Background: an optimization exercise with open tools, aiming at small area. Do not read the settings as production practice. At most, simulation tests tie the RTL to the original design; equivalence was not proved. No activity file was given, so power comes from the tool's default toggle rates.

Design processor, start of the top module:
module processor #(
    parameter logic [31:0] RESET_PC = '0
) (
    input  logic        clock,
    input  logic        rst_n,
    output logic [31:0] address_imem,
    input  logic [31:0] q_imem,
    output logic [31:0] address_dmem,
    output logic [31:0] data,
    output logic        wren,
    input  logic [31:0] q_dmem,
    output logic        ctrl_write_enable,
    output logic [4:0]  ctrl_write_reg,
    output logic [4:0]  ctrl_read_reg_a,
    output logic [4:0]  ctrl_read_reg_b,
    output logic [31:0] data_write_reg,
    input  logic [31:0] data_read_reg_a,
    input  logic [31:0] data_read_reg_b
);
Settings: LEC_CHECK=0, ABC_AREA=1, CAP_MARGIN=20, CORE_MARGIN=2, CORE_UTILIZATION=40, SLEW_MARGIN=20; clock period 9.0 ns.
standard.sh (not shown) runs the stock make flow with config.mk's settings and CLKGATE_MAP_FILE= SYNTH_SCRIPT=/design/flow/synth_recipe.tcl, a recipe that flattens the netlist after the stock synthesis.
==> flow/flow/run.sh <==
#!/bin/bash
# The standard layout (standard.sh) with three changes:
#  - synthesis maps with an area-oriented ABC script (abc_area.script here,
#    used with ABC_AREA 1 from config.mk) instead of ORFS's own;
#  - every port is buffered by the smallest buffer (buf_1);
#  - clock tree synthesis uses clkbuf_8 and adds no dummy loads.
# Each tool's output is in orfs/logs; make's own output is in standard.log.
set -euo pipefail
here=$(pwd)
rm -rf "$here/scripts_custom"
cp -r "$FLOW_HOME/scripts" "$here/scripts_custom"
cp "$here/flow/abc_area.script" "$here/scripts_custom/abc_area.script"
export BUFFER_PORTS_ARGS="-buffer_cell sky130_fd_sc_hd__buf_1"
export CTS_ARGS="-sink_clustering_enable -repair_clock_nets -dont_use_dummy_load -buf_list sky130_fd_sc_hd__clkbuf_8"
bash standard.sh SCRIPTS_DIR="$here/scripts_custom" finish > standard.log 2>&1
==> flow/flow/abc_area.script <==
strash
&get -n
&deepsyn -T 30
&put
dch
amap
topo
Edit:
--- a/flow/design.v
+++ b/flow/design.v
@@ -18,18 +18,18 @@
     input  logic [31:0] data_read_reg_a,
     input  logic [31:0] data_read_reg_b
 );
     logic [4:0]  cnt;
     logic [31:0] pc;
     logic [31:0] r;
     logic [3:0]  prev;
     logic        carry;
+    logic        pcarry;
     logic        neq;
-    logic [1:0]  mode;
     logic        m_add;
     logic        m_jmp;
     logic        m_jal;
     logic        pending;
     logic       in_p;
     logic       in_init;
     logic       in_prime;
     logic       first_a;
@@ -40,20 +40,16 @@
     assign c        = cnt[2:0];
     assign in_p     = cnt[4];
     assign in_init  = cnt[4] & cnt[3];
     assign in_prime = ~cnt[4] & ~cnt[3];              
     assign first_a  = (cnt == 5'd8);
     assign last_a   = (cnt == 5'd15);
     assign first_p  = (cnt == 5'd16);
     assign last_p   = cnt[4] & (c == 3'd7);
-    assign pending  = (cnt == 5'd6);                  
-    assign m_add = neq;
-    assign m_jmp = mode[1];
-    assign m_jal = mode[0];
     logic [31:0] insn;
     logic [2:0]  o;
     logic        is_lw, is_r, is_j, is_bne, is_jal, is_jr, is_addi, is_blt, is_sw;
     logic [2:0]  aop;
     logic        is_sh, is_sra, is_sll;
     logic        use_imm;
     logic        binv;
     logic        cin0;
@@ -197,17 +193,17 @@
     assign taken  = (is_bne & (neq | ne_now)) | (is_blt & lt_now);
     logic [3:0] py;
     logic [4:0] pk;
     logic [3:0] psum;
     logic [3:0] pc_in;
     logic [3:0] r_in;
     assign py = r[3:0] & {4{m_add}};
     always_comb begin
-        pk[0] = first_p | carry;
+        pk[0] = first_p | pcarry;
         for (int i = 0; i < 4; i++) begin
             psum[i]   = pc[i] ^ py[i] ^ pk[i];
             pk[i + 1] = (pc[i] & py[i]) | (pk[i] & (pc[i] ^ py[i]));
         end
     end
     always_comb begin
         if (in_init) begin
             case (c)
@@ -248,22 +244,24 @@
             cnt <= (m_jal & ~in_init) ? 5'd6 : 5'd7;
         end else begin
             cnt <= cnt + 5'd1;
         end
     end
     always_ff @(posedge clock) begin
         r       <= {r_in, r[31:4]};
         prev    <= cur;
-        carry   <= in_p ? pk[4] : co;
+        carry   <= co;
+        pcarry  <= pk[4];
+        neq     <= (~first_a & neq) | ne_now;
+        pending <= last_p & ~in_init & m_jal;
         if (last_a) begin
-            neq  <= taken;
-            mode <= {is_j | is_jal | is_jr, is_jal};
-        end else if (!in_p) begin
-            neq  <= (~first_a & neq) | ne_now;
+            m_add <= taken;
+            m_jmp <= is_j | is_jal | is_jr;
+            m_jal <= is_jal;
         end
         if (in_p) begin
             pc <= {pc_in, pc[31:4]};
         end
     end
     assign address_imem      = pc;
     assign address_dmem      = r;
     assign data              = data_read_reg_b;
Power went down by a few percent; combinational power went down by a few percent; fmax went up slightly; count of clock-buffer cells in the layout is unchanged; cell area went up slightly; clock power barely changes; flip-flop and latch count went up by 3; non-clock buffer count went up by 1; via count went down by a few percent.
No functional check of the RTL was part of the second run of this note.

## afterwards: timing with drivers on the ports
No port has a modelled driver above. Below, the same layouts with a new extraction and two added sets of constraints. Step 1 sets driving cells, clkbuf_16 on the clock port and buf_2 on the other inputs (assumed; they add their load-dependent delay and slew). Step 2 also shifts input and output timing later by t, the mid clock arrival at the registers, as if the neighbouring blocks saw the same clock. a / b / c = no drivers / after step 1 / after step 2; a / b = the first two.
run | t (ns) | setup WS [ns] | cell pins on the clock port's net
the first run | 0.371 | 0.995 / 0.994 / 0.622 | 1
the second run | 0.358 | 1.140 / 1.122 / 0.764 | 1
After both steps setup and hold are still met in every run listed. For the second run, which loses most, drivers alone change the setup slack by -0.018 ns; drivers and shift together by -0.376 ns.
